Background: an optimization exercise with open tools, aiming at small area and a short achievable clock period. Do not read the settings as production practice. At most, simulation tests tie the RTL to the original design; equivalence was not proved. For run 2, only the layout was checked, not whether the RTL still works. Power is estimated from default activity; no workload was simulated.

**config.mk**
```make
export PLATFORM = sky130hd
export DESIGN_NAME = silicon_net_top
export DESIGN_NICKNAME = silicon_net_top
export VERILOG_FILES = /design/flow/design.v
export SDC_FILE = /design/flow/constraint.sdc
export NUM_CORES = 4
export LEC_CHECK = 0
export CAP_MARGIN = 20
export CORE_MARGIN = 2
export CORE_UTILIZATION = 40
export SLEW_MARGIN = 20
```
**constraint.sdc**
```tcl
create_clock -name core_clock -period 7.0 [get_ports {clk}]
set_input_delay 1.4000 -clock core_clock [delete_from_list [all_inputs] [get_ports {clk}]]
set_output_delay 1.4000 -clock core_clock [all_outputs]
set_load 0.01 [all_outputs]
```
**design.v**
```verilog
package net_pkg;
    localparam int NUM_PORTS   = 4;
    localparam int PORT_W      = 2;
    localparam int DATA_W      = 32;
    localparam int KEY_W       = 8;
    localparam int NUM_ENTRIES = 8;
    localparam int ENTRY_W     = 3;
    localparam int CNT_W       = 16;
    localparam int ADDR_W      = 16;
    localparam int KEY_LSB     = 0;
    localparam int MASK_LSB    = 8;
    localparam int EP_LSB      = 16;
    localparam int VALID_BIT   = 18;
    localparam int IDX_LSB     = 0;
    localparam int PORT_LSB    = 4;
    localparam int OP_LSB      = 8;
    typedef enum logic [3:0] {
        OP_WRITE_ENTRY  = 4'd1,
        OP_READ_ENTRY   = 4'd2,
        OP_READ_COUNTER = 4'd3
    } ctl_op_e;
    typedef enum logic {
        CNT_FORWARDED = 1'b0,
        CNT_DROPPED   = 1'b1
    } cnt_sel_e;
endpackage
`timescale 1ns/1ps
module silicon_net_top (
    input  logic          clk,
    input  logic          rst_n_i,
    output logic [127:0]  sa_data_o,
    output logic [3:0]    sa_valid_o,
    output logic [3:0]    sa_first_o,
    output logic [3:0]    sa_last_o,
    input  logic [3:0]    sa_ready_i,
    input  logic [127:0]  sa_data_i,
    input  logic [3:0]    sa_valid_i,
    input  logic [3:0]    sa_first_i,
    input  logic [3:0]    sa_last_i,
    output logic [3:0]    sa_ready_o,
    input  logic          ctl_read_i,
    input  logic          ctl_write_i,
    input  logic [15:0]   ctl_addr_i,
    input  logic [31:0]   ctl_wrdata_i,
    output logic [31:0]   ctl_rddata_o,
    output logic          ctl_rdvalid_o
);
    logic [3:0] op;
    logic [1:0] aport;
    logic [2:0] aidx;
    logic       tbl_wr;
    assign op     = ctl_addr_i[11:8];
    assign aport  = ctl_addr_i[5:4];
    assign aidx   = ctl_addr_i[2:0];
    assign tbl_wr = ctl_write_i && (op == 4'd1);
    logic [31:0]          tv_q;             
    logic [31:0][7:0]     tk_q;             
    logic [31:0][7:0]     tm_q;             
    logic [31:0][1:0]     te_q;             
    always_ff @(posedge clk or negedge rst_n_i) begin
        if (!rst_n_i) begin
            tv_q <= '0;
        end else if (tbl_wr) begin
            tv_q[{aport, aidx}] <= ctl_wrdata_i[18];
        end
    end
    always_ff @(posedge clk) begin
        if (tbl_wr) begin
            tk_q[{aport, aidx}] <= ctl_wrdata_i[7:0];
            tm_q[{aport, aidx}] <= ctl_wrdata_i[15:8];
            te_q[{aport, aidx}] <= ctl_wrdata_i[17:16];
        end
    end
    logic [3:0]      hit;
    logic [3:0][1:0] hit_ep;
    always_comb begin
        for (int p = 0; p < 4; p++) begin
            hit[p]    = 1'b0;
            hit_ep[p] = '0;
            for (int e = 7; e >= 0; e--) begin
                if (tv_q[8*p+e] && (((sa_data_i[32*p +: 8] ^ tk_q[8*p+e]) & tm_q[8*p+e]) == '0)) begin
                    hit[p]    = 1'b1;
                    hit_ep[p] = te_q[8*p+e];
                end
            end
        end
    end
    logic [3:0]      busy_q;
    logic [3:0][1:0] own_q;
    logic [3:0] owned;
    logic [3:0] own_rdy;
    always_comb begin
        owned   = '0;
        own_rdy = '0;
        for (int o = 0; o < 4; o++) begin
            for (int i = 0; i < 4; i++) begin
                if (busy_q[o] && (own_q[o] == 2'(i))) begin
                    owned[i]   = 1'b1;
                    own_rdy[i] = sa_ready_i[o];
                end
            end
        end
    end
    logic [3:0] drop_q;
    logic [3:0] beat;
    logic [3:0] fwd_inc;
    logic [3:0] drop_inc;
    always_comb begin
        for (int p = 0; p < 4; p++) begin
            sa_ready_o[p] = own_rdy[p] || drop_q[p] || !(owned[p] || hit[p]);
            beat[p]       = sa_valid_i[p] && sa_ready_o[p];
            fwd_inc[p]    = sa_valid_i[p] && sa_last_i[p] && own_rdy[p];
            drop_inc[p]   = sa_valid_i[p] && sa_last_i[p] && !owned[p] && (drop_q[p] || !hit[p]);
        end
    end
    always_ff @(posedge clk or negedge rst_n_i) begin
        if (!rst_n_i) begin
            drop_q <= '0;
        end else begin
            for (int p = 0; p < 4; p++) begin
                if (beat[p]) drop_q[p] <= !sa_last_i[p] && !owned[p];
            end
        end
    end
    logic [3:0]      gnt_v;
    logic [3:0][1:0] gnt_idx;
    always_comb begin
        logic [1:0] cand;
        for (int o = 0; o < 4; o++) begin
            gnt_v[o]   = 1'b0;
            gnt_idx[o] = own_q[o];
            for (int k = 4; k >= 1; k--) begin
                cand = own_q[o] + 2'(k);
                if (sa_valid_i[cand] && sa_first_i[cand] && hit[cand] && (hit_ep[cand] == 2'(o))) begin
                    gnt_v[o]   = 1'b1;
                    gnt_idx[o] = cand;
                end
            end
        end
    end
    always_ff @(posedge clk or negedge rst_n_i) begin
        if (!rst_n_i) begin
            busy_q <= '0;
            own_q  <= {4{2'd3}};
        end else begin
            for (int o = 0; o < 4; o++) begin
                if (!busy_q[o]) begin
                    if (gnt_v[o]) begin
                        busy_q[o] <= 1'b1;
                        own_q[o]  <= gnt_idx[o];
                    end
                end else if (sa_valid_o[o] && sa_ready_i[o] && sa_last_o[o]) begin
                    busy_q[o] <= 1'b0;
                end
            end
        end
    end
    always_comb begin
        for (int o = 0; o < 4; o++) begin
            sa_valid_o[o]        = busy_q[o] && sa_valid_i[own_q[o]];
            sa_first_o[o]        = sa_first_i[own_q[o]];
            sa_last_o[o]         = sa_last_i[own_q[o]];
            sa_data_o[32*o +: 32] = sa_data_i[32*own_q[o] +: 32];
        end
    end
    logic [3:0][15:0] fcnt_q;
    logic [3:0][15:0] dcnt_q;
    always_ff @(posedge clk or negedge rst_n_i) begin
        if (!rst_n_i) begin
            fcnt_q <= '0;
            dcnt_q <= '0;
        end else begin
            for (int p = 0; p < 4; p++) begin
                if (fwd_inc[p])  fcnt_q[p] <= fcnt_q[p] + 16'd1;
                if (drop_inc[p]) dcnt_q[p] <= dcnt_q[p] + 16'd1;
            end
        end
    end
    logic       rd_pend_q;
    logic       rs_ent_q;
    logic       rs_cnt_q;
    logic [1:0] rs_port_q;
    logic [2:0] rs_idx_q;
    logic       rs_inc_q;
    logic [18:0] rdata_q;
    always_ff @(posedge clk or negedge rst_n_i) begin
        if (!rst_n_i) begin
            rd_pend_q     <= 1'b0;
            ctl_rdvalid_o <= 1'b0;
        end else begin
            rd_pend_q     <= ctl_read_i;
            ctl_rdvalid_o <= rd_pend_q;
        end
    end
    always_ff @(posedge clk) begin
        rs_ent_q  <= (op == 4'd2);
        rs_cnt_q  <= (op == 4'd3);
        rs_port_q <= aport;
        rs_idx_q  <= aidx;
        rs_inc_q  <= aidx[0] ? drop_inc[aport] : fwd_inc[aport];
    end
    logic [15:0] cnt_sel;
    assign cnt_sel = rs_idx_q[0] ? dcnt_q[rs_port_q] : fcnt_q[rs_port_q];
    always_ff @(posedge clk) begin
        if (rs_ent_q) begin
            rdata_q <= {tv_q[{rs_port_q, rs_idx_q}], te_q[{rs_port_q, rs_idx_q}],
                        tm_q[{rs_port_q, rs_idx_q}], tk_q[{rs_port_q, rs_idx_q}]};
        end else if (rs_cnt_q) begin
            rdata_q <= {3'b000, cnt_sel - 16'(rs_inc_q)};
        end else begin
            rdata_q <= '0;
        end
    end
    assign ctl_rddata_o = {13'd0, rdata_q};
endmodule
```
**run.sh**
```bash
#!/bin/bash
# synth_recipe.tcl (not shown) runs the flow's synth.tcl, then flattens the netlist and writes it again
# the make line also repeats each setting of config.mk as NAME=value (left out here)
make -C /OpenROAD-flow-scripts/flow DESIGN_CONFIG=/design/flow/config.mk WORK_HOME=/design/flow/orfs CLKGATE_MAP_FILE= SYNTH_SCRIPT=/design/flow/synth_recipe.tcl finish
```
==> impl_metrics.csv, run 1 <==
group,metric,value,unit
clock_network,clk_pin_slew,0.06,ns
floorplanning,rows,126,
floorplanning,die_w,348,um
floorplanning,die_area,121000,um^2
global_route,grt_max_degree,157,
yosys,synth_top_family_by_area,"multiplexers",
final_layout,fin_area,55500,um^2
power_and_ir_drop,power_density,259,nW/um^2
critical_path,r2r-end,"fcnt_q[47]$_DFFE_PN0P_",
placement,numPortBuffers,339,
yosys,synthArstFlopShare,22.8,%
critical_path,endpoint,"sa_ready_o[0]",
yosys,synth_compound_area_share,11.7,%
power_and_ir_drop,leakage,20.4,nW
yosys,synth-simple-area-share,9.85,%
clock_network,cts_hold_buf,0,
placement,hpwl,131000,um
timing,timing.fmax,158,MHz
power_and_ir_drop,peakVddDrop,0.229,mV
floorplanning,io_pins,373,
yosys,ys_top_cells_by_count,"edfxtp_1, nand2_1, mux4_2",
timing,setup_tns,0,ns
critical_path,timing.rr.start,"own_q[2]$_DFFE_PN1P_",
yosys,ys_seq_area_share,47.1,%
timing,period_needed,6.34,ns
critical_path,path_class,"in -> out",
yosys,synthXorXnorAreaFrac,7.36,%
critical_path,crit_path_start,"sa_data_i[1]",
timing,setup-violations-final,0,
timing,rsz0062_at_grt,"false",
yosys,ys_top_cells_by_area,"edfxtp_1, mux4_2, dfrtp_1, xor2_1, nand2_1",
final_layout,areaGrowthSynthToFinish,17.2,%
clock_network,cts_made_buffers,88,
clock_network,cts_sinks,781,
power_and_ir_drop,p_total,14.4,mW
yosys,ys_ff_latch,781,
final_layout,n_fill_cell,10600,
detailed_routing,ant_nets,0,
detailed_routing,via_per_inst,6.50,
yosys,syn_area_per_cell,12.3,um^2
job,maxCapViolations,0,
critical_path,worstPathRequired,5.60,ns
detailed_routing,wl_per_cell,32.0,um
final_layout,final_core_util,47.2,%
yosys,synthAdderAreaFrac,0.739,%
timing,hold_viol_final,0,
yosys,yosys.cell_types.count,86,
timing,finalCritPeriodShare,90.6,%
global_route,grt_pass1_vias,35600,
global_route,grt_antenna_before_repair,15,
final_layout,layout-drive-gt1-share,18.4,%
floorplanning,initial_core_util,40.2,%
detailed_routing,drc,0,
floorplanning,dieHeight,348,um
yosys,yosysMostFrequentCell,"edfxtp_1",
placement,gp_congestion,1.04,
yosys,synthMuxAreaShare,20.3,%
final_layout,fin_nets,4364,
global_route,grt_usage,30.0,%
critical_path,path_max_fanout,9,
clock_network,post_cts_buffers,0,
yosys,synth.top_cell.area_share,36.5,%
critical_path,worstPathArrival,4.94,ns
yosys,synth_area,47400,um^2
clock_network,cts_tree,"done",
timing,slew_headroom,19.9,%
floorplanning,coreArea,118000,um^2
clock_network,clk_latency,0.68,ns
yosys,synth-edff-count,576,
critical_path,reg2reg_setup_slack,2.57,ns
critical_path,rr_worst_depth,14,
timing,skew,0.0338,ns
placement,detailed_place.area,52600,um^2
timing,whs,0.350,ns
critical_path,start_kind,"input pin",
global_route,grt_pass1_wl,264000,um
detailed_routing,dr.pass1.iters,6,
status,status,"finished clean",
yosys,yosysTopAreaCell,"edfxtp_1",
timing,worstMarginPinSlew,1.20,ns
detailed_routing,num_vias,37400,
critical_path,worstSetupEndpointType,"output pin",
global_route,gr-total-overflow,0,
detailed_routing,drt-total-wl,184000,um
clock_network,cts_resized,0,
detailed_routing,drtIter0Drc,5753,
clock_network,h-tree-depth,3,
yosys,yosysWarnings,1,
yosys,dominantRegCellSynth,"edfxtp_1",
yosys,syn_inst,3852,
clock_network,cts_root_buffer,"clkbuf_16",
clock_network,cts_max_path_buffers,3,
timing,maxSlewViolCount,0,
min_path,hold_path_class,"reg -> reg",
-- sequential cells by signal (all words and copies together), names as in the netlist --
signal / count
tv_q: 32
rd_pend_q: 1
rs_cnt_q: 1
rs_port_q: 2
rs_idx_q: 3
ctl_rdvalid_o: 1
rs_ent_q: 1
tk_q: 256
busy_q: 4
drop_q: 4
own_q: 8
dcnt_q: 64
rs_inc_q: 1
tm_q: 256
rdata_q: 19
te_q: 64
fcnt_q: 64
-- report_power, final --
| part | internal (mW) | switching, mW |
|---|---|---|
| clock | 2.75 | 2.02 |
| combinational | 1.93 | 2.00 |
| sequential | 5.17 | 0.493 |
-- through the flow --
stage,std cells,worst slack (ns)
after global placement,5586,0.710
final,5754,0.655
after detailed placement,5586,0.729
after floorplan,3864,1.60
after CTS,5747,0.727
after global routing,5750,0.576
-- placed cells by master (no fill, tap or decap), types with 15 or more instances in the layout --
cell,n
and2_1,32
dfrtp_1,170
inv_1,50
ha_1,28
a222oi_1,21
buf_4,115
clkdlybuf4s50_1,338
and3_1,30
nor2_1,124
nand2_1,540
xor2_1,292
and4_1,22
nand3_1,77
a22oi_1,71
xnor2_1,105
mux4_2,366
edfxtp_1,576
mux2_2,101
nand4_1,65
mux2i_1,25
dfxtp_1,22
a22o_1,213
a21boi_0,18
clkbuf_16,92
nor3_1,19
clkbuf_1,20
nor2b_1,15
clkinv_1,16
o21ai_0,363
a21oi_1,18
-- cell type report --
class	count	area [um^2]	area share (%)
inverters	53	199	0.358
clock buffers	121	2500	4.50
clock inverters	40	384	0.692
repair buffers	461	4400	7.92
diodes	7	17.5	0.0315
well taps	1536	1920	3.46
flip-flops and latches	781	22300	40.2
multi-input cells	2755	23800	42.8
-- worst min-delay path by stage --
stage / from / endpoint / slack, ns / depth (start not counted)
floorplan: rd_pend_q$_DFF_PN0_ / ctl_rdvalid_o$_DFF_PN0_ / 0.33 / 0
CTS: rd_pend_q$_DFF_PN0_ / ctl_rdvalid_o$_DFF_PN0_ / 0.35 / 0
finish: rd_pend_q$_DFF_PN0_ / ctl_rdvalid_o$_DFF_PN0_ / 0.35 / 0
detailed placement: rd_pend_q$_DFF_PN0_ / ctl_rdvalid_o$_DFF_PN0_ / 0.35 / 0
global placement: rd_pend_q$_DFF_PN0_ / ctl_rdvalid_o$_DFF_PN0_ / 0.34 / 0
global route: rd_pend_q$_DFF_PN0_ / ctl_rdvalid_o$_DFF_PN0_ / 0.37 / 0
-- cell families (layout without fill, tap and decap cells) --
logic type | after synthesis | count (layout)
other | 1 | 20
XOR/XNOR | 398 | 398
buffers and inverters | 328 | 675
AO/OA/AOI/OAI | 810 | 810
AND/OR/NAND/NOR | 1014 | 1014
flip-flops | 781 | 781
adder cells (fa/ha/maj) | 28 | 28
multiplexers | 492 | 492
-- worst max-delay path, cell delays in order --
cell and delay [ns]:
clkdlybuf4s50_1 0.95, buf_4 0.27, xor2_1 0.17, a221oi_1 0.10, and4_1 0.29, nor2_1 0.12
nand3_1 0.08, or3b_1 0.55, o21ai_0 0.37, clkdlybuf4s50_1 0.62
-- per-layer routing --
metal / vias up / GRT usage [%] / wire [um]
li1: 15400 / - / -
met1: 19300 / 42.1 / 73300
met2: 2383 / 44.6 / 81100
met3: 294 / 6.48 / 21100
met4: 4 / 13.5 / 8860
met5: - / 0 / 28
==> run 2: changes to the inputs <==
--- a/design.v
+++ b/design.v
@@ -86,18 +86,16 @@
         end
     end
     logic [3:0]      busy_q;
-    logic [3:0][1:0] own_q;
+    logic [15:0]     own_q;             
     logic [3:0] owned;
     logic [3:0] own_rdy;
     always_comb begin
         owned   = '0;
         own_rdy = '0;
-        for (int o = 0; o < 4; o++) begin
-            for (int i = 0; i < 4; i++) begin
-                if (busy_q[o] && (own_q[o] == 2'(i))) begin
-                    owned[i]   = 1'b1;
-                    own_rdy[i] = sa_ready_i[o];
-                end
+        for (int i = 0; i < 4; i++) begin
+            for (int o = 0; o < 4; o++) begin
+                owned[i]   = owned[i]   | (busy_q[o] & own_q[4*o+i]);
+                own_rdy[i] = own_rdy[i] | (busy_q[o] & own_q[4*o+i] & sa_ready_i[o]);
             end
         end
     end
@@ -122,32 +120,41 @@
             end
         end
     end
-    logic [3:0]      gnt_v;
-    logic [3:0][1:0] gnt_idx;
-    always_comb begin
-        logic [1:0] cand;
+    logic [15:0]     req;               
+    logic [15:0]     gnt;               
+    always_comb begin
         for (int o = 0; o < 4; o++) begin
-            gnt_v[o]   = 1'b0;
-            gnt_idx[o] = own_q[o];
-            for (int k = 4; k >= 1; k--) begin
-                cand = own_q[o] + 2'(k);
-                if (sa_valid_i[cand] && sa_first_i[cand] && hit[cand] && (hit_ep[cand] == 2'(o))) begin
-                    gnt_v[o]   = 1'b1;
-                    gnt_idx[o] = cand;
+            for (int i = 0; i < 4; i++) begin
+                req[4*o+i] = sa_valid_i[i] && sa_first_i[i] && hit[i] && (hit_ep[i] == 2'(o));
+            end
+        end
+    end
+    always_comb begin
+        for (int o = 0; o < 4; o++) begin
+            gnt[4*o +: 4] = '0;
+            for (int l = 0; l < 4; l++) begin
+                logic [3:0] g;
+                g = '0;
+                for (int k = 4; k >= 1; k--) begin
+                    if (req[4*o+(l + k) % 4]) begin
+                        g = '0;
+                        g[(l + k) % 4] = 1'b1;
+                    end
                 end
+                if (own_q[4*o+l]) gnt[4*o +: 4] = gnt[4*o +: 4] | g;
             end
         end
     end
     always_ff @(posedge clk or negedge rst_n_i) begin
         if (!rst_n_i) begin
             busy_q <= '0;
-            own_q  <= {4{2'd3}};
+            own_q  <= {4{4'b1000}};
         end else begin
             for (int o = 0; o < 4; o++) begin
                 if (!busy_q[o]) begin
-                    if (gnt_v[o]) begin
+                    if (|req[4*o +: 4]) begin
                         busy_q[o] <= 1'b1;
-                        own_q[o]  <= gnt_idx[o];
+                        own_q[4*o +: 4] <= gnt[4*o +: 4];
                     end
                 end else if (sa_valid_o[o] && sa_ready_i[o] && sa_last_o[o]) begin
                     busy_q[o] <= 1'b0;
@@ -157,10 +164,13 @@
     end
     always_comb begin
         for (int o = 0; o < 4; o++) begin
-            sa_valid_o[o]        = busy_q[o] && sa_valid_i[own_q[o]];
-            sa_first_o[o]        = sa_first_i[own_q[o]];
-            sa_last_o[o]         = sa_last_i[own_q[o]];
-            sa_data_o[32*o +: 32] = sa_data_i[32*own_q[o] +: 32];
+            sa_valid_o[o]         = busy_q[o] && |(own_q[4*o +: 4] & sa_valid_i);
+            sa_first_o[o]         = |(own_q[4*o +: 4] & sa_first_i);
+            sa_last_o[o]          = |(own_q[4*o +: 4] & sa_last_i);
+            sa_data_o[32*o +: 32] = '0;
+            for (int i = 0; i < 4; i++) begin
+                sa_data_o[32*o +: 32] = sa_data_o[32*o +: 32] | ({32{own_q[4*o+i]}} & sa_data_i[32*i +: 32]);
+            end
         end
     end
     logic [3:0][15:0] fcnt_q;
@@ -199,17 +209,22 @@
         rs_idx_q  <= aidx;
         rs_inc_q  <= aidx[0] ? drop_inc[aport] : fwd_inc[aport];
     end
-    logic [15:0] cnt_sel;
-    assign cnt_sel = rs_idx_q[0] ? dcnt_q[rs_port_q] : fcnt_q[rs_port_q];
+    logic [31:0] ent_sel;
+    logic [7:0]  cnt_sel;
+    logic [18:0] ent_rd;
+    logic [15:0] cnt_rd;
+    always_comb begin
+        for (int j = 0; j < 32; j++) ent_sel[j] = rs_ent_q && ({rs_port_q, rs_idx_q} == 5'(j));
+        for (int j = 0; j < 8; j++)  cnt_sel[j] = rs_cnt_q && ({rs_port_q, rs_idx_q[0]} == 3'(j));
+        ent_rd = '0;
+        for (int j = 0; j < 32; j++)
+            ent_rd = ent_rd | ({19{ent_sel[j]}} & {tv_q[j], te_q[j], tm_q[j], tk_q[j]});
+        cnt_rd = '0;
+        for (int j = 0; j < 4; j++)
+            cnt_rd = cnt_rd | ({16{cnt_sel[2*j]}} & fcnt_q[j]) | ({16{cnt_sel[2*j+1]}} & dcnt_q[j]);
+    end
     always_ff @(posedge clk) begin
-        if (rs_ent_q) begin
-            rdata_q <= {tv_q[{rs_port_q, rs_idx_q}], te_q[{rs_port_q, rs_idx_q}],
-                        tm_q[{rs_port_q, rs_idx_q}], tk_q[{rs_port_q, rs_idx_q}]};
-        end else if (rs_cnt_q) begin
-            rdata_q <= {3'b000, cnt_sel - 16'(rs_inc_q)};
-        end else begin
-            rdata_q <= '0;
-        end
+        rdata_q <= ent_rd | {3'b000, cnt_rd - 16'(rs_inc_q & rs_cnt_q)};
     end
     assign ctl_rddata_o = {13'd0, rdata_q};
 endmodule
==> run 2 against run 1 <==
Still clean; wire length is 44% higher; sequential share of layout area is 1.3 points higher; fmax is 1.6% lower; setup slack worse by 0.11 ns; combinational power is about 50% lower; critical path depth is 1 lower; first-iteration DRC count is 30% higher; global-route usage is 14 points higher; clock power is 12% higher; final cell count is 13% higher; sequential cell count is 8 higher; highest routed layer unchanged.
==> impl_metrics.csv, run 2 <==
group,metric,value,unit
global_route,grt_usage,44.2,%
clock_network,cts_resized,0,
final_layout,fin_area,54200,um^2
detailed_routing,via_per_inst,6.84,
clock_network,cts_root_buffer,"clkbuf_16",
critical_path,crit_slowest_cell,"nor4_4",
detailed_routing,dr.pass1.iters,9,
final_layout,n_fill_cell,10700,
timing,skew,0.0467,ns
critical_path,path_class,"in -> out",
clock_network,cts_max_path_buffers,3,
detailed_routing,drc,0,
critical_path,worstSetupEndpointType,"output pin",
final_layout,layout-drive-gt1-share,10.0,%
critical_path,worstPathArrival,5.05,ns
critical_path,rr_worst_depth,9,
job,maxCapViolations,0,
final_layout,top_regs,"tk_q: 256 flops, tm_q: 256 flops",
yosys,ys_ff_latch,789,
global_route,use_met3,13.6,%
floorplanning,rows,123,
yosys,synth-edff-count,576,
floorplanning,die_area,117000,um^2
global_route,grt_antenna_before_repair,36,
critical_path,r2r-end,"rdata_q[14]$_DFF_P_",
final_layout,mostFrequentLayoutCells,"nand2_1, edfxtp_1, o21ai_0",
placement,detailed_place.area,50900,um^2
floorplanning,dieHeight,341,um
global_route,globalRouteMet2Util,63.7,%
detailed_routing,wl_per_cell,41.0,um
yosys,syn_area_per_cell,9.91,um^2
critical_path,timing.rr.start,"rs_port_q[0]$_DFF_P_",
yosys,synthArstFlopShare,23.6,%
yosys,yosysTopAreaCell,"edfxtp_1",
floorplanning,initial_core_util,40.4,%
timing,period_needed,6.45,ns
global_route,grt_pass1_wl,354000,um
timing,maxSlewViolCount,0,
placement,hpwl,194000,um
clock_network,clk_latency,0.73,ns
clock_network,cts_hold_buf,0,
critical_path,slowest_delay,0.93,ns
floorplanning,io_pins,373,
status,status,"finished clean",
global_route,gr-total-overflow,0,
min_path,min-delay-start,"rd_pend_q$_DFF_PN0_",
final_layout,fin_nets,5099,
global_route,grt_pass1_vias,40400,
clock_network,cts_made_buffers,94,
yosys,synth_area,45500,um^2
yosys,yosys.cell_types.count,107,
clock_network,clk_pin_slew,0.06,ns
timing,worstMarginPinSlew,1.32,ns
global_route,busiest_layer,"met2",
clock_network,cts_sinks,789,
final_layout,areaGrowthSynthToFinish,19.1,%
clock_network,cts_tree,"done",
detailed_routing,drt-total-wl,266000,um
global_route,grt_max_degree,156,
min_path,hold_path_class,"reg -> reg",
yosys,ys_top_cells_by_area,"edfxtp_1, dfrtp_1, a22oi_1, nand2_1, o21ai_0",
placement,gp_congestion,1.09,
min_path,hold_path_depth,0,
placement,numPortBuffers,339,
power_and_ir_drop,leakage,20.9,nW
final_layout,final_common_cell,"nand2_1",
timing,timing.fmax,155,MHz
power_and_ir_drop,power_density,235,nW/um^2
clock_network,post_cts_buffers,0,
clock_network,h-tree-depth,3,
timing,slew_headroom,12.3,%
timing,setup_tns,0,ns
power_and_ir_drop,p_total,12.7,mW
critical_path,worstPathRequired,5.60,ns
timing,finalCritPeriodShare,92.1,%
yosys,synth.top_cell.area_share,38.0,%
yosys,ys_top_cells_by_count,"nand2_1, edfxtp_1, o21ai_0",
critical_path,start_kind,"input pin",
timing,hold_viol_final,0,
yosys,dominantRegCellSynth,"edfxtp_1",
global_route,grt_util_met1,55.7,%
yosys,ys_seq_area_share,49.4,%
timing,rsz0062_at_grt,"false",
critical_path,crit_path_start,"sa_data_i[67]",
critical_path,path_max_fanout,8,
floorplanning,die_w,341,um
detailed_routing,drtIter0Drc,7476,
yosys,yosysWarnings,1,
critical_path,timing.critical_path.mode_cell,"clkdlybuf4s50_1",
min_path,holdPathEnd,"ctl_rdvalid_o$_DFF_PN0_",
detailed_routing,ant_nets,0,
critical_path,reg2reg_setup_slack,2.41,ns
detailed_routing,num_vias,44300,
critical_path,path_cells,"clkdlybuf4s50_1, buf_4, xor2_1, a221oi_2, nand4_1, nand2_1, nor4_4, a211o_1, clkdlybuf4s50_1",
final_layout,regArea,22500,um^2
floorplanning,coreArea,113000,um^2
final_layout,multi_input_area,21600,um^2
yosys,syn_inst,4597,
timing,setup-violations-final,0,
power_and_ir_drop,peakVddDrop,0.247,mV
yosys,yosysMostFrequentCell,"nand2_1",
## run 2: cell types whose count changed after synthesis, sizes merged, moves of 17 or more
cell	before	now
a22oi	71	520
a221oi	14	102
mux2	101	77
mux4	366	3
nand2	542	900
nand3	77	108
nor3	21	41
o21ai	366	571
and2	34	17
a22o	213	91
clkbuf	187	237
nand4	65	95
## run 2: kinds of logic after synthesis
family / after synthesis / synth area share (%)
and+or+nand+nor: 1459 / 14.6
muxes: 91 / 2.30
DFF: 789 / 49.4
other: 1 / 0.00823
buffers and inverters: 386 / 3.72
AOI/OAI and AO/OA: 1467 / 22.1
adders and majority gates: 12 / 0.330
xor gates and xnor gates: 392 / 7.54
## run 2: worst max-delay path by stage
stage	to	slack [ns]	cells after the start
finish	sa_ready_o[2]	0.55	9
CTS	sa_ready_o[2]	0.76	9
global route	sa_ready_o[2]	0.56	9
global placement	sa_ready_o[2]	0.79	9
detailed placement	sa_ready_o[2]	0.77	9
floorplan	tv_q[11]$_DFFE_PN0P_	-0.70	4
## run 2: layer usage
metal  vias up  routed length, um
met3       867              32800
met2      3449             111000
met4        24              24300
met1     22100              97700
li1      17900                  -
met5         -                165
## run 2: power by group
part	total (mW)	internal [mW]	leakage, nW	switching [mW]
clock	5.33	3.08	1.58	2.24
sequential	5.45	5.16	7.90	0.287
combinational	1.95	0.751	11.4	1.19
## run 2: critical path, delay by kind of cell
| kind | cells | cell delay, ns |
|---|---|---|
| simple gates | 3 | 1.30 |
| xor+xnor | 1 | 0.21 |
| compound gates | 2 | 0.36 |
| buf+inv | 3 | 1.74 |
## run 2: cell type report
cell class,instances,share of cell area [%]
flip-flops and latches,789,41.5
multi-input cells,3434,39.8
repair buffers,508,8.72
clock buffers,120,4.70
well taps,1500,3.46
clock inverters,57,1.37
inverters,64,0.443
diodes,7,0.0323
## run 2: metrics by stage
| stage | worst slack [ns] | cells | util (%) | hold WS [ns] |
|---|---|---|---|---|
| 6_report | 0.550 | 6479 | 48.2 | 0.347 |
| 5_1_grt | 0.555 | 6472 | 48.1 | 0.367 |
| 4_1_cts | 0.764 | 6471 | 48.1 | 0.351 |
| 3_5_place_dp | 0.770 | 6294 | 45.2 | 0.338 |
| 3_3_place_gp | 0.791 | 6294 | 45.2 | 0.333 |
| 2_1_floorplan | -0.698 | 4609 | - | 0.331 |
==> run 3: changes to the inputs <==
--- a/design.v
+++ b/design.v
@@ -57,18 +57,26 @@
     logic [31:0][7:0]     tk_q;             
     logic [31:0][7:0]     tm_q;             
     logic [31:0][1:0]     te_q;             
+    logic [31:0] ent_wr;
+    always_comb begin
+        for (int j = 0; j < 32; j++) ent_wr[j] = tbl_wr && ({aport, aidx} == 5'(j));
+    end
     always_ff @(posedge clk or negedge rst_n_i) begin
         if (!rst_n_i) begin
             tv_q <= '0;
-        end else if (tbl_wr) begin
-            tv_q[{aport, aidx}] <= ctl_wrdata_i[18];
+        end else begin
+            for (int j = 0; j < 32; j++) begin
+                if (ent_wr[j]) tv_q[j] <= ctl_wrdata_i[18];
+            end
         end
     end
     always_ff @(posedge clk) begin
-        if (tbl_wr) begin
-            tk_q[{aport, aidx}] <= ctl_wrdata_i[7:0];
-            tm_q[{aport, aidx}] <= ctl_wrdata_i[15:8];
-            te_q[{aport, aidx}] <= ctl_wrdata_i[17:16];
+        for (int j = 0; j < 32; j++) begin
+            if (ent_wr[j]) begin
+                tk_q[j] <= ctl_wrdata_i[7:0];
+                tm_q[j] <= ctl_wrdata_i[15:8];
+                te_q[j] <= ctl_wrdata_i[17:16];
+            end
         end
     end
     logic [3:0]      hit;
==> flow/run.sh (new file) <==
#!/bin/bash
# Standard ORFS layout with lighter port buffers and a smaller clock tree.
# Each tool's output goes to ORFS's own logs under orfs/logs; the make output to flow_make.log.
set -euo pipefail
export BUFFER_PORTS_ARGS="-buffer_cell sky130_fd_sc_hd__buf_1"
export CTS_ARGS="-sink_clustering_enable -repair_clock_nets -dont_use_dummy_load -buf_list sky130_fd_sc_hd__clkbuf_8 -sink_clustering_size 15 -sink_clustering_max_diameter 50"
bash standard.sh > flow_make.log 2>&1
==> standard.sh (new file) <==
#!/bin/bash
# synth_recipe.tcl (not shown) runs the flow's synth.tcl, then flattens the netlist and writes it again
# the make line also repeats each setting of config.mk as NAME=value (left out here)
make -C /OpenROAD-flow-scripts/flow DESIGN_CONFIG=/design/flow/config.mk WORK_HOME=/design/flow/orfs CLKGATE_MAP_FILE= SYNTH_SCRIPT=/design/flow/synth_recipe.tcl "${@:-finish}"
--- a/config.mk
+++ b/config.mk
@@ -7,5 +7,6 @@
 export LEC_CHECK = 0
 export CAP_MARGIN = 20
 export CORE_MARGIN = 2
-export CORE_UTILIZATION = 40
+export CORE_UTILIZATION = 60
+export SETUP_SLACK_MARGIN = 3.5
 export SLEW_MARGIN = 20
removed: run.sh
==> run 3 against run 2 <==
Combinational power down 6%; wire length down 29%; final area down 13%; critical endpoint is now sa_ready_o[0]; via count down 18%.
==> impl_metrics.csv, run 3 <==
group,metric,value,unit
critical_path,rr_worst_depth,24,
detailed_routing,num_vias,36500,
detailed_routing,ant_nets,0,
critical_path,start_kind,"input pin",
timing,period_needed,5.02,ns
critical_path,worstPathArrival,3.62,ns
final_layout,final_core_util,73.6,%
final_layout,areaGrowthSynthToFinish,21.7,%
status,status,"finished clean",
critical_path,crit_slowest_cell,"a22oi_2",
critical_path,cp_num_cells,11,
min_path,min-delay-start,"rd_pend_q$_DFF_PN0_",
timing,skew,0.117,ns
timing,setup_slack,1.98,ns
yosys,ys_top_cells_by_count,"edfxtp_1, a22oi_1, xor2_1",
clock_network,cts_made_buffers,86,
critical_path,worstPathRequired,5.60,ns
clock_network,clk_pin_slew,0.09,ns
yosys,ys_top_cells_by_area,"edfxtp_1, dfrtp_1, a22oi_1, xor2_1, nand2_1",
global_route,grt_pass1_vias,33700,
floorplanning,dieHeight,258,um
critical_path,path_class,"in -> out",
yosys,synth.top_cell.area_share,44.6,%
yosys,yosysTopAreaCell,"edfxtp_1",
critical_path,cp_top_family,"compound AO/OA/AOI/OAI gates",
placement,numPortBuffers,339,
floorplanning,die_area,66600,um^2
clock_network,cts_hold_buf,0,
detailed_routing,drtIter0Drc,8387,
critical_path,reg2reg_setup_slack,2.47,ns
final_layout,fin_nets,3916,
yosys,ys_ff_latch,789,
timing,rsz0062_at_grt,"true",
detailed_routing,dr.pass1.iters,13,
power_and_ir_drop,leakage,17.3,nW
yosys,dominantRegCellSynth,"edfxtp_1",
final_layout,layout-drive-gt1-share,24.4,%
global_route,gr-total-overflow,0,
global_route,grt_max_degree,151,
clock_network,cts_sinks,789,
critical_path,path_buf_inv,4,
floorplanning,die_w,258,um
yosys,synthArstFlopShare,23.6,%
floorplanning,rows,93,
yosys,ys_seq_area_share,58.0,%
critical_path,slowest_delay,0.80,ns
final_layout,mostFrequentLayoutCells,"edfxtp_1, a22oi_1, nand2_1",
placement,gp_congestion,1.17,
detailed_routing,drc,0,
timing,finalCritPeriodShare,71.8,%
global_route,grt_pass1_wl,252000,um
global_route,grt_usage,54.6,%
final_layout,n_fill_cell,4247,
final_layout,top_regs,"tk_q: 256 flops, tm_q: 256 flops",
timing,setup_tns,0,ns
timing,maxSlewViolCount,0,
timing,hold_viol_final,0,
floorplanning,io_pins,373,
yosys,synth-edff-count,576,
global_route,grt_antenna_before_repair,18,
timing,slew_headroom,17.2,%
placement,hpwl,124000,um
clock_network,h-tree-depth,3,
final_layout,final_common_cell,"edfxtp_1",
yosys,yosysMostFrequentCell,"edfxtp_1",
detailed_routing,via_per_inst,7.99,
critical_path,endpoint,"sa_ready_o[0]",
critical_path,timing.rr.start,"tk_q[133]$_DFFE_PP_",
yosys,syn_area_per_cell,12.2,um^2
critical_path,worstSetupEndpointType,"output pin",
clock_network,cts_root_buffer,"clkbuf_8",
job,maxCapViolations,0,
critical_path,crit_path_start,"sa_data_i[3]",
critical_path,path_max_fanout,4,
yosys,yosysWarnings,1,
critical_path,r2r-end,"drop_q[2]$_DFFE_PN0P_",
placement,dp_cells,4316,
power_and_ir_drop,p_total,9.95,mW
clock_network,cts_max_path_buffers,3,
yosys,yosys.cell_types.count,91,
clock_network,cts_tree,"done",
power_and_ir_drop,power_density,211,nW/um^2
yosys,syn_inst,3171,
min_path,hold_path_class,"reg -> reg",
final_layout,final_cells,4569,
placement,pre_cts_ws,1.36,ns
yosys,synth_area,38800,um^2
floorplanning,coreArea,64100,um^2
clock_network,clk_latency,0.78,ns
detailed_routing,drt-total-wl,190000,um
floorplanning,initial_core_util,60.4,%
timing,timing.fmax,199,MHz
power_and_ir_drop,peakVddDrop,0.224,mV
critical_path,path_cells,"buf_12, buf_16, xor2_2, a22oi_2, nand4_1, buf_6, nor2_4, nor3_4, nand3_4, o21ai_2, buf_2",
detailed_routing,wl_per_cell,41.6,um
timing,worstMarginPinSlew,1.24,ns
timing,setup-violations-final,0,
==> run 3: final cells by class <==
type	count	area (um^2)	area share (%)
diodes	6	15.0	0.0318
clock buffers	86	1180	2.51
inverters	40	150	0.318
multi-input cells	2171	17700	37.5
flip-flops and latches	789	22600	47.8
well taps	855	1070	2.27
repair buffers	622	4500	9.53
==> run 3: worst min-delay path by stage <==
stage                     depth (start not counted)                 endpoint
final                                             0  ctl_rdvalid_o$_DFF_PN0_
after global routing                              0  ctl_rdvalid_o$_DFF_PN0_
after CTS                                         0  ctl_rdvalid_o$_DFF_PN0_
after detailed placement                          0  ctl_rdvalid_o$_DFF_PN0_
after global placement                            0  ctl_rdvalid_o$_DFF_PN0_
after floorplan                                   0  ctl_rdvalid_o$_DFF_PN0_
==> run 3: cell families (layout without fill, tap and decap cells) <==
| kind of cell | count (synthesis) | in the layout | synth area share, % |
|---|---|---|---|
| AO/OA/AOI/OAI | 888 | 888 | 18.0 |
| XOR/XNOR | 390 | 390 | 8.81 |
| adder cells (fa/ha/maj) | 10 | 10 | 0.323 |
| buffers and inverters | 223 | 748 | 2.51 |
| flip-flops | 789 | 789 | 58.0 |
| multiplexers | 57 | 57 | 1.80 |
| other | 1 | 19 | 0.00968 |
| AND/OR/NAND/NOR | 813 | 813 | 10.5 |
==> run 3: what timing repair did <==
item / CTS / global route
pin swaps: 103 / 76
endpoints found under the setup margin: 305 / 180
buffers inserted: 96 / 62
gates cloned: 1 / 1
gates resized for setup: 394 / 243
endpoints found under the hold margin: 0 / 0
==> run 3: through the flow <==
step	cell area (um^2)	hold WS (ns)
detailed placement	41900	0.340
CTS	45500	0.361
floorplan	39400	0.331
global placement	41900	0.335
finish	47200	0.357
global route	47200	0.388
==> run 3: power breakdown <==
part	internal [mW]	total (mW)	switching [mW]
registers	5.15	5.43	0.280
clock network	1.09	2.68	1.59
logic	0.700	1.84	1.14
total	6.94	9.95	3.02
==> run 3: worst reg2reg max path, cell delays in order (launching register included) <==
cell and delay [ns]:
edfxtp_1 0.56, xor2_4 0.25, a222oi_1 0.82, and4_4 0.46
nor4_4 0.07, nand4_1 0.20, o21ai_2 0.10, buf_4 0.14
buf_6 0.10, buf_6 0.10, buf_6 0.10, buf_6 0.10
buf_6 0.10, buf_6 0.10, buf_6 0.10, buf_6 0.11
buf_6 0.11, buf_6 0.10, buf_6 0.10, buf_6 0.11
buf_6 0.11, buf_6 0.10, buf_6 0.11, nand3_2 0.08
o21ai_2 0.07
==> run 3: per-layer routing <==
metal | wire (um) | GRT usage, % | vias to the layer above
li1 | - | - | 13400
met1 | 58100 | 64.9 | 17400
met2 | 74100 | 74.1 | 4316
met3 | 35900 | 28.8 | 1345
met4 | 21400 | 42.1 | 22
met5 | 311 | 1.50 | -
==> run 4: changes to the inputs <==
--- a/config.mk
+++ b/config.mk
@@ -8,5 +8,5 @@
 export CAP_MARGIN = 20
 export CORE_MARGIN = 2
 export CORE_UTILIZATION = 60
-export SETUP_SLACK_MARGIN = 3.5
+export SETUP_SLACK_MARGIN = 2.5
 export SLEW_MARGIN = 20
==> run 4 against run 3 <==
Still clean on timing, DRC and antenna; setup slack improved by 0.059 ns; via count shrank 0.80%; clock-buffer cell count fell by 4; largest cell class unchanged; largest power group unchanged.
==> impl_metrics.csv, run 4 <==
group,metric,value,unit
min_path,holdPathEnd,"ctl_rdvalid_o$_DFF_PN0_",
final_layout,areaGrowthSynthToFinish,16.5,%
floorplanning,dieHeight,258,um
clock_network,cts_made_buffers,82,
global_route,grt_pass1_wl,257000,um
detailed_routing,dr.pass1.iters,11,
yosys,synth_area,38800,um^2
clock_network,cts_root_buffer,"clkbuf_8",
min_path,hold_path_class,"reg -> reg",
clock_network,cts_tree,"done",
timing,finalCritPeriodShare,70.9,%
critical_path,r2r-end,"drop_q[2]$_DFFE_PN0P_",
timing,period_needed,4.97,ns
final_layout,top_regs,"tk_q: 256 flops, tm_q: 256 flops",
final_layout,final_common_cell,"edfxtp_1",
floorplanning,die_area,66600,um^2
timing,setup_slack,2.04,ns
critical_path,start_kind,"input pin",
critical_path,worstSetupEndpointType,"output pin",
job,maxCapViolations,0,
floorplanning,coreArea,64100,um^2
timing,maxSlewViolCount,0,
detailed_routing,drt-total-wl,191000,um
yosys,synthArstFlopShare,23.6,%
timing,rsz0062_at_grt,"true",
detailed_routing,ant_nets,0,
critical_path,rr_worst_depth,25,
timing,slew_headroom,17.1,%
critical_path,worstPathRequired,5.60,ns
global_route,grt_antenna_before_repair,19,
global_route,gr-total-overflow,0,
placement,numPortBuffers,339,
yosys,ys_ff_latch,789,
yosys,syn_inst,3171,
yosys,ys_top_cells_by_area,"edfxtp_1, dfrtp_1, a22oi_1, xor2_1, nand2_1",
critical_path,timing.rr.start,"tk_q[165]$_DFFE_PP_",
timing,setup-violations-final,0,
yosys,dominantRegCellSynth,"edfxtp_1",
global_route,grt_pass1_vias,33800,
yosys,yosysTopAreaCell,"edfxtp_1",
clock_network,cts_max_path_buffers,3,
critical_path,slowest_delay,0.42,ns
detailed_routing,drtIter0Drc,9272,
global_route,grt_usage,55.7,%
critical_path,path_buf_inv,3,
timing,timing.fmax,201,MHz
placement,pre_cts_ws,1.11,ns
status,status,"finished clean",
detailed_routing,drc,0,
power_and_ir_drop,leakage,16.6,nW
detailed_routing,num_vias,36200,
floorplanning,die_w,258,um
yosys,yosysWarnings,1,
critical_path,path_max_fanout,12,
critical_path,path_class,"in -> out",
floorplanning,io_pins,373,
clock_network,h-tree-depth,3,
floorplanning,initial_core_util,60.4,%
yosys,ys_seq_area_share,58.0,%
detailed_routing,via_per_inst,8.00,
critical_path,crit_slowest_cell,"and4_4",
yosys,yosys.cell_types.count,91,
critical_path,reg2reg_setup_slack,2.47,ns
min_path,min-delay-start,"rd_pend_q$_DFF_PN0_",
yosys,ys_top_cells_by_count,"edfxtp_1, a22oi_1, xor2_1",
power_and_ir_drop,power_density,213,nW/um^2
clock_network,clk_pin_slew,0.10,ns
timing,hold_viol_final,0,
power_and_ir_drop,peakVddDrop,0.224,mV
final_layout,fin_nets,3872,
timing,worstMarginPinSlew,1.24,ns
clock_network,clk_latency,0.76,ns
timing,skew,0.134,ns
floorplanning,rows,93,
min_path,hold_path_depth,0,
yosys,yosysMostFrequentCell,"edfxtp_1",
critical_path,cp_top_family,"simple AND/OR/NAND/NOR gates",
placement,gp_congestion,1.14,
yosys,synth-edff-count,576,
critical_path,worstPathArrival,3.56,ns
yosys,syn_area_per_cell,12.2,um^2
final_layout,mostFrequentLayoutCells,"edfxtp_1, a22oi_1, buf_1",
placement,hpwl,129000,um
yosys,synth.top_cell.area_share,44.6,%
timing,setup_tns,0,ns
detailed_routing,wl_per_cell,42.1,um
global_route,grt_max_degree,74,
clock_network,cts_sinks,789,
final_layout,layout-drive-gt1-share,17.7,%
critical_path,path_cells,"buf_1, buf_12, xor2_1, nand2_1, and4_4, nor2_4, nand4_1, o21ai_2, buf_2",
-- run 4: cell type report --
class	count	area, um^2
Sequential cell	789	22500
Antenna cell	10	25.0
Inverter	40	150
Tap cell	855	1070
Multi-Input combinational cell	2171	16600
Timing Repair Buffer	582	3650
Fill cell	4428	19000
Clock buffer	82	1130
-- run 4: metrics by stage --
| step | area [um^2] | utilization, % | total power [mW] | hold slack [ns] | cells |
|---|---|---|---|---|---|
| floorplan | 38800 | - | 6.16 | 0.331 | 3183 |
| global placement | 41600 | 64.9 | 6.77 | 0.332 | 4329 |
| detailed placement | 41600 | 64.9 | 6.84 | 0.370 | 4329 |
| CTS | 44500 | 69.3 | 9.41 | 0.365 | 4489 |
| global route | 45100 | 70.4 | 9.81 | 0.375 | 4523 |
| finish | 45200 | 70.4 | 9.64 | 0.363 | 4529 |
-- run 4: worst register-to-register path: stages (launching register included) --
cell	delay, ns
edfxtp_1	0.57
xor2_1	0.21
a22o_2	0.35
a221oi_4	0.33
and4_4	0.35
nor4_4	0.06
nand4_1	0.26
o21ai_2	0.13
buf_4	0.14
buf_4	0.12
buf_4	0.12
buf_4	0.13
buf_4	0.12
buf_6	0.10
buf_6	0.10
buf_4	0.12
buf_4	0.12
buf_4	0.13
buf_6	0.11
buf_4	0.12
buf_4	0.12
buf_4	0.12
buf_4	0.12
buf_4	0.12
nand3_2	0.06
o21ai_2	0.06
-- run 4: worst max path at each step --
stage / end / from / slack (ns) / cells past startpoint
5_1_grt: sa_ready_o[2] / sa_data_i[66] / 2.09 / 9
6_report: sa_ready_o[2] / sa_data_i[66] / 2.04 / 9
2_1_floorplan: sa_ready_o[1] / sa_data_i[38] / 2.52 / 8
3_3_place_gp: sa_ready_o[1] / sa_data_i[34] / 1.16 / 9
4_1_cts: sa_ready_o[1] / sa_data_i[33] / 2.10 / 8
3_5_place_dp: sa_ready_o[1] / sa_data_i[34] / 1.11 / 9
-- run 4: report_power, final --
| group | switching [mW] | total [mW] | internal, mW |
|---|---|---|---|
| Clock | 1.59 | 2.63 | 1.04 |
| Combinational | 1.01 | 1.57 | 0.554 |
| Sequential | 0.299 | 5.44 | 5.14 |
-- run 4: kinds of logic (layout without fill, tap and decap cells) --
logic type / after synthesis / after routing / share of synthesized area (%)
adders and majority gates: 10 / 10 / 0.323
buffers and inverters: 223 / 704 / 2.51
and+or+nand+nor: 813 / 813 / 10.5
other: 1 / 23 / 0.00968
AOI/OAI and AO/OA: 888 / 888 / 18.0
xor gates and xnor gates: 390 / 390 / 8.81
DFF: 789 / 789 / 58.0
muxes: 57 / 57 / 1.80
-- run 4: layer usage --
metal	vias to the layer above	routed length, um	part of all wire, %	global-route usage [%]
met5	-	374	0.20	2.78
met4	24	19700	10	43.1
met3	1252	35000	18	26.9
met2	4391	76200	40	77.1
met1	17200	59400	31	66.5
li1	13400	-	-	-
-- run 4: what timing repair did --
action | 4_1_cts | 5_1_grt
cloned | 1 | 1
setup buffers | 77 | 26
pin swaps | 52 | 37
setup endpoints to repair | 60 | 34
resized for setup | 278 | 82
hold buffers | 0 | 0
==> run 5: changes to the inputs <==
==> flow/run.sh (replaced) <==
#!/bin/bash
# Standard ORFS layout with lighter port buffers, a smaller clock tree and pin sides grouped
# by function. The make output goes to flow_make.log; each ORFS step logs under orfs/logs.
set -euo pipefail
here=$(cd "$(dirname "$0")" && pwd)
export BUFFER_PORTS_ARGS="-buffer_cell sky130_fd_sc_hd__buf_1"
export CTS_ARGS="-sink_clustering_enable -repair_clock_nets -dont_use_dummy_load -buf_list sky130_fd_sc_hd__clkbuf_8 -sink_clustering_size 15 -sink_clustering_max_diameter 50"
export IO_CONSTRAINTS="$here/io.tcl"
bash standard.sh > flow_make.log 2>&1
==> flow/io.tcl (new file) <==
# Pin sides: lookup and handshake pins on the left, data bit slices top and bottom, register bus right
set_io_pin_constraint -region left:* -pin_names {sa_valid_i[0] sa_first_i[0] sa_last_i[0] sa_data_i[0] sa_data_i[1] sa_data_i[2] sa_data_i[3] sa_data_i[4] sa_data_i[5] sa_data_i[6] sa_data_i[7] sa_ready_o[0] sa_valid_i[1] sa_first_i[1] sa_last_i[1] sa_data_i[32] sa_data_i[33] sa_data_i[34] sa_data_i[35] sa_data_i[36] sa_data_i[37] sa_data_i[38] sa_data_i[39] sa_ready_o[1] sa_valid_i[2] sa_first_i[2] sa_last_i[2] sa_data_i[64] sa_data_i[65] sa_data_i[66] sa_data_i[67] sa_data_i[68] sa_data_i[69] sa_data_i[70] sa_data_i[71] sa_ready_o[2] sa_valid_i[3] sa_first_i[3] sa_last_i[3] sa_data_i[96] sa_data_i[97] sa_data_i[98] sa_data_i[99] sa_data_i[100] sa_data_i[101] sa_data_i[102] sa_data_i[103] sa_ready_o[3] sa_ready_i[0] sa_valid_o[0] sa_first_o[0] sa_last_o[0] sa_ready_i[1] sa_valid_o[1] sa_first_o[1] sa_last_o[1] sa_ready_i[2] sa_valid_o[2] sa_first_o[2] sa_last_o[2] sa_ready_i[3] sa_valid_o[3] sa_first_o[3] sa_last_o[3] sa_data_o[0] sa_data_o[1] sa_data_o[2] sa_data_o[3] sa_data_o[4] sa_data_o[5] sa_data_o[6] sa_data_o[7] sa_data_o[32] sa_data_o[33] sa_data_o[34] sa_data_o[35] sa_data_o[36] sa_data_o[37] sa_data_o[38] sa_data_o[39] sa_data_o[64] sa_data_o[65] sa_data_o[66] sa_data_o[67] sa_data_o[68] sa_data_o[69] sa_data_o[70] sa_data_o[71] sa_data_o[96] sa_data_o[97] sa_data_o[98] sa_data_o[99] sa_data_o[100] sa_data_o[101] sa_data_o[102] sa_data_o[103]}
set_io_pin_constraint -region top:* -pin_names {sa_data_i[8] sa_data_i[40] sa_data_i[72] sa_data_i[104] sa_data_o[8] sa_data_o[40] sa_data_o[72] sa_data_o[104] sa_data_i[9] sa_data_i[41] sa_data_i[73] sa_data_i[105] sa_data_o[9] sa_data_o[41] sa_data_o[73] sa_data_o[105] sa_data_i[10] sa_data_i[42] sa_data_i[74] sa_data_i[106] sa_data_o[10] sa_data_o[42] sa_data_o[74] sa_data_o[106] sa_data_i[11] sa_data_i[43] sa_data_i[75] sa_data_i[107] sa_data_o[11] sa_data_o[43] sa_data_o[75] sa_data_o[107] sa_data_i[12] sa_data_i[44] sa_data_i[76] sa_data_i[108] sa_data_o[12] sa_data_o[44] sa_data_o[76] sa_data_o[108] sa_data_i[13] sa_data_i[45] sa_data_i[77] sa_data_i[109] sa_data_o[13] sa_data_o[45] sa_data_o[77] sa_data_o[109] sa_data_i[14] sa_data_i[46] sa_data_i[78] sa_data_i[110] sa_data_o[14] sa_data_o[46] sa_data_o[78] sa_data_o[110] sa_data_i[15] sa_data_i[47] sa_data_i[79] sa_data_i[111] sa_data_o[15] sa_data_o[47] sa_data_o[79] sa_data_o[111] sa_data_i[16] sa_data_i[48] sa_data_i[80] sa_data_i[112] sa_data_o[16] sa_data_o[48] sa_data_o[80] sa_data_o[112] sa_data_i[17] sa_data_i[49] sa_data_i[81] sa_data_i[113] sa_data_o[17] sa_data_o[49] sa_data_o[81] sa_data_o[113] sa_data_i[18] sa_data_i[50] sa_data_i[82] sa_data_i[114] sa_data_o[18] sa_data_o[50] sa_data_o[82] sa_data_o[114] sa_data_i[19] sa_data_i[51] sa_data_i[83] sa_data_i[115] sa_data_o[19] sa_data_o[51] sa_data_o[83] sa_data_o[115]}
set_io_pin_constraint -region bottom:* -pin_names {sa_data_i[20] sa_data_i[52] sa_data_i[84] sa_data_i[116] sa_data_o[20] sa_data_o[52] sa_data_o[84] sa_data_o[116] sa_data_i[21] sa_data_i[53] sa_data_i[85] sa_data_i[117] sa_data_o[21] sa_data_o[53] sa_data_o[85] sa_data_o[117] sa_data_i[22] sa_data_i[54] sa_data_i[86] sa_data_i[118] sa_data_o[22] sa_data_o[54] sa_data_o[86] sa_data_o[118] sa_data_i[23] sa_data_i[55] sa_data_i[87] sa_data_i[119] sa_data_o[23] sa_data_o[55] sa_data_o[87] sa_data_o[119] sa_data_i[24] sa_data_i[56] sa_data_i[88] sa_data_i[120] sa_data_o[24] sa_data_o[56] sa_data_o[88] sa_data_o[120] sa_data_i[25] sa_data_i[57] sa_data_i[89] sa_data_i[121] sa_data_o[25] sa_data_o[57] sa_data_o[89] sa_data_o[121] sa_data_i[26] sa_data_i[58] sa_data_i[90] sa_data_i[122] sa_data_o[26] sa_data_o[58] sa_data_o[90] sa_data_o[122] sa_data_i[27] sa_data_i[59] sa_data_i[91] sa_data_i[123] sa_data_o[27] sa_data_o[59] sa_data_o[91] sa_data_o[123] sa_data_i[28] sa_data_i[60] sa_data_i[92] sa_data_i[124] sa_data_o[28] sa_data_o[60] sa_data_o[92] sa_data_o[124] sa_data_i[29] sa_data_i[61] sa_data_i[93] sa_data_i[125] sa_data_o[29] sa_data_o[61] sa_data_o[93] sa_data_o[125] sa_data_i[30] sa_data_i[62] sa_data_i[94] sa_data_i[126] sa_data_o[30] sa_data_o[62] sa_data_o[94] sa_data_o[126] sa_data_i[31] sa_data_i[63] sa_data_i[95] sa_data_i[127] sa_data_o[31] sa_data_o[63] sa_data_o[95] sa_data_o[127]}
set_io_pin_constraint -region right:* -pin_names {ctl_addr_i[0] ctl_addr_i[1] ctl_addr_i[2] ctl_addr_i[3] ctl_addr_i[4] ctl_addr_i[5] ctl_addr_i[6] ctl_addr_i[7] ctl_addr_i[8] ctl_addr_i[9] ctl_addr_i[10] ctl_addr_i[11] ctl_addr_i[12] ctl_addr_i[13] ctl_addr_i[14] ctl_addr_i[15] ctl_wrdata_i[0] ctl_wrdata_i[1] ctl_wrdata_i[2] ctl_wrdata_i[3] ctl_wrdata_i[4] ctl_wrdata_i[5] ctl_wrdata_i[6] ctl_wrdata_i[7] ctl_wrdata_i[8] ctl_wrdata_i[9] ctl_wrdata_i[10] ctl_wrdata_i[11] ctl_wrdata_i[12] ctl_wrdata_i[13] ctl_wrdata_i[14] ctl_wrdata_i[15] ctl_wrdata_i[16] ctl_wrdata_i[17] ctl_wrdata_i[18] ctl_wrdata_i[19] ctl_wrdata_i[20] ctl_wrdata_i[21] ctl_wrdata_i[22] ctl_wrdata_i[23] ctl_wrdata_i[24] ctl_wrdata_i[25] ctl_wrdata_i[26] ctl_wrdata_i[27] ctl_wrdata_i[28] ctl_wrdata_i[29] ctl_wrdata_i[30] ctl_wrdata_i[31] ctl_rddata_o[0] ctl_rddata_o[1] ctl_rddata_o[2] ctl_rddata_o[3] ctl_rddata_o[4] ctl_rddata_o[5] ctl_rddata_o[6] ctl_rddata_o[7] ctl_rddata_o[8] ctl_rddata_o[9] ctl_rddata_o[10] ctl_rddata_o[11] ctl_rddata_o[12] ctl_rddata_o[13] ctl_rddata_o[14] ctl_rddata_o[15] ctl_rddata_o[16] ctl_rddata_o[17] ctl_rddata_o[18] ctl_rddata_o[19] ctl_rddata_o[20] ctl_rddata_o[21] ctl_rddata_o[22] ctl_rddata_o[23] ctl_rddata_o[24] ctl_rddata_o[25] ctl_rddata_o[26] ctl_rddata_o[27] ctl_rddata_o[28] ctl_rddata_o[29] ctl_rddata_o[30] ctl_rddata_o[31] ctl_read_i ctl_write_i ctl_rdvalid_o rst_n_i}
==> run 5 against run 4 <==
Register-to-register slack better by 0.18 ns; fmax down 0.83%; first-iteration DRC count decreased by 14%; final cell count fell by 1.6%; clock power is essentially flat; critical path depth stayed put; via count fell by 1.4%; sequential power is 3% higher; final area shrank 2.8%; total power decreased by 0.92%; largest cell class unchanged.
==> impl_metrics.csv, run 5 <==
group,metric,value,unit
timing,finalCritPeriodShare,71.5,%
yosys,yosysWarnings,1,
global_route,grt_usage,54.3,%
yosys,ys_seq_area_share,58.0,%
global_route,gr-total-overflow,0,
timing,period_needed,5.01,ns
power_and_ir_drop,power_density,217,nW/um^2
timing,setup_tns,0,ns
clock_network,cts_sinks,789,
detailed_routing,ant_nets,0,
final_layout,fin_nets,3796,
floorplanning,initial_core_util,60.4,%
yosys,synth-edff-count,576,
power_and_ir_drop,peakVddDrop,0.163,mV
final_layout,areaGrowthSynthToFinish,13.3,%
clock_network,cts_hold_buf,0,
critical_path,path_cells,"clkbuf_4, xor2_1, a22oi_2, nand4_1, nor2_1, nor2_2, nand3_2, o21ai_4, buf_2",
detailed_routing,via_per_inst,8.02,
timing,hold_viol_final,0,
detailed_routing,num_vias,35700,
placement,hpwl,131000,um
critical_path,path_class,"in -> out",
floorplanning,rows,93,
timing,maxSlewViolCount,0,
critical_path,path_max_fanout,10,
power_and_ir_drop,leakage,16.1,nW
detailed_routing,wl_per_cell,41.3,um
critical_path,worstPathRequired,5.60,ns
yosys,syn_inst,3171,
yosys,syn_area_per_cell,12.2,um^2
yosys,synth-simple-area-share,10.5,%
yosys,synth_compound_area_share,18.0,%
timing,rsz0062_at_grt,"true",
timing,setup-violations-final,0,
floorplanning,die_w,258,um
yosys,synth_area,38800,um^2
detailed_routing,drtIter0Drc,8001,
job,maxCapViolations,0,
global_route,grt_max_degree,74,
clock_network,cts_tree,"done",
yosys,ys_top_cells_by_count,"edfxtp_1, a22oi_1, xor2_1",
critical_path,crit_path_start,"sa_data_i[5]",
detailed_routing,drt-total-wl,184000,um
detailed_routing,drc,0,
placement,pre_cts_ws,1.13,ns
yosys,yosysMostFrequentCell,"edfxtp_1",
timing,slew_headroom,9.39,%
critical_path,worstSetupEndpointType,"output pin",
final_layout,regArea,22500,um^2
critical_path,worstPathArrival,3.61,ns
global_route,grt_antenna_before_repair,17,
yosys,synthXorXnorAreaFrac,8.81,%
clock_network,clk_latency,0.73,ns
yosys,ys_ff_latch,789,
placement,numPortBuffers,339,
yosys,ys_top_cells_by_area,"edfxtp_1, dfrtp_1, a22oi_1, xor2_1, nand2_1",
timing,skew,0.0917,ns
critical_path,cp_top_family,"simple AND/OR/NAND/NOR gates",
final_layout,mostFrequentLayoutCells,"edfxtp_1, a22oi_1, buf_1",
yosys,synth_top_family_by_area,"compound AO/OA/AOI/OAI gates",
clock_network,cts_made_buffers,80,
floorplanning,die_area,66600,um^2
floorplanning,io_pins,373,
min_path,hold_path_class,"reg -> reg",
yosys,synth.top_cell.area_share,44.6,%
clock_network,h-tree-depth,3,
critical_path,crit_slowest_cell,"a22oi_2",
timing,setup_slack,1.99,ns
critical_path,start_kind,"input pin",
clock_network,cts_max_path_buffers,3,
floorplanning,dieHeight,258,um
global_route,grt_pass1_vias,32900,
status,status,"finished clean",
final_layout,n_fill_cell,4748,
timing,worstMarginPinSlew,1.36,ns
global_route,grt_pass1_wl,249000,um
critical_path,slowest_delay,0.52,ns
yosys,synthMuxAreaShare,1.80,%
timing,timing.fmax,200,MHz
placement,gp_congestion,1.09,
floorplanning,coreArea,64100,um^2
yosys,yosys.cell_types.count,91,
detailed_routing,dr.pass1.iters,15,
clock_network,cts_root_buffer,"clkbuf_8",
final_layout,multi_input_area,16200,um^2
yosys,synthAdderAreaFrac,0.323,%
timing,whs,0.350,ns
yosys,yosysTopAreaCell,"edfxtp_1",
final_layout,layout-drive-gt1-share,14.2,%
yosys,synthArstFlopShare,23.6,%
final_layout,final_common_cell,"edfxtp_1",
yosys,dominantRegCellSynth,"edfxtp_1",
critical_path,reg2reg_setup_slack,2.65,ns
critical_path,timing.rr.start,"rs_port_q[1]$_DFF_P_",
min_path,min-delay-start,"rd_pend_q$_DFF_PN0_",
critical_path,path_buf_inv,2,
clock_network,clk_pin_slew,0.06,ns
final_layout,top_regs,"tk_q: 256 flops, tm_q: 256 flops",
==> run 5: through the flow <==
step	area, um^2	power, mW	instances	util [%]
final	43900	9.55	4458	68.5
after global routing	43900	9.70	4446	68.4
after CTS	43500	9.36	4429	67.8
after detailed placement	41500	6.86	4315	64.7
after global placement	41500	6.77	4315	64.7
after floorplan	38800	6.16	3183	-
==> run 5: timing repair <==
action                     in CTS  in global routing
pin swaps                      33                 28
resized for setup             208                 47
setup endpoints to repair      54                 33
buffers inserted               34                 11
hold endpoints to repair        0                  0
==> run 5: area by class of cell <==
cell class              count  area share (%)
flip-flops and latches    789            51.3
well taps                 855            2.44
clock buffers              80            2.51
diodes                     15          0.0855
inverters                  40           0.342
multi-input cells        2171            36.8
repair buffers            508            6.49
==> run 5: where the power goes <==
group / switching [mW] / total (mW) / leakage [nW] / internal, mW
registers: 0.446 / 5.60 / 7.86 / 5.15
logic: 0.868 / 1.36 / 7.63 / 0.491
clock network: 1.58 / 2.60 / 0.575 / 1.02
==> run 5: cells by family (layout without fill, tap and decap cells) <==
kind of cell,Yosys count,in the layout
buffers and inverters,223,628
adders and majority gates,10,10
muxes,57,57
xor gates and xnor gates,390,390
AOI/OAI and AO/OA,888,888
and+or+nand+nor,813,813
DFF,789,789
other,1,28
==> run 5: path summary, 6_finish.rpt <==
check                                               end  cells after the start
worst max-delay path                      sa_ready_o[0]                      9
worst min-delay path            ctl_rdvalid_o$_DFF_PN0_                      0
worst max register to register      rdata_q[15]$_DFF_P_                     11
worst min register to register  ctl_rdvalid_o$_DFF_PN0_                      0
max in group asynchronous        dcnt_q[41]$_DFFE_PN0P_                      2
min in group asynchronous        dcnt_q[56]$_DFFE_PN0P_                      1
==> run 5: layer usage <==
layer	global-route usage [%]	routed length (um)
met5	0	227
met4	40.8	20100
met3	27.2	35500
met2	72.7	70500
met1	66.9	57800

## what the ideal ports hide
In the flow no input, the clock included, has a driving cell. The finished layouts below were timed again as built, in two steps. Step 1: set_driving_cell puts a clkbuf_16 on clk and a buf_2 on each other input, an assumption about the parent block. Step 2 adds t to the input delays and takes it off the output delays; t is the mean of the earliest and latest rising clock arrival at the registers after step 1. Input paths then give back, and output paths get back, about the clock's delay inside the block. Slacks: no drivers / after step 1 / after step 2; pairs: no drivers / after step 1.
run	t (ns)	setup slack, ns	hold slack, ns	worst setup path at the end	pins driven straight from the clock port
run 1	0.744	0.655 / 0.628 / 0.628	0.350 / 0.350 / 0.350	input to output	1
run 2	0.780	0.550 / 0.521 / 0.521	0.347 / 0.347 / 0.347	input to output	1
run 3	0.781	1.976 / 1.906 / 1.542	0.357 / 0.357 / 0.357	input to register	1
run 4	0.761	2.035 / 2.004 / 1.355	0.363 / 0.363 / 0.363	input to register	1
run 5	0.757	1.993 / 1.962 / 1.615	0.350 / 0.350 / 0.350	input to register	1
After both steps every run listed still meets setup and hold. For run 4, which loses most, drivers alone change the setup slack by -0.031 ns; drivers and shift together by -0.680 ns.
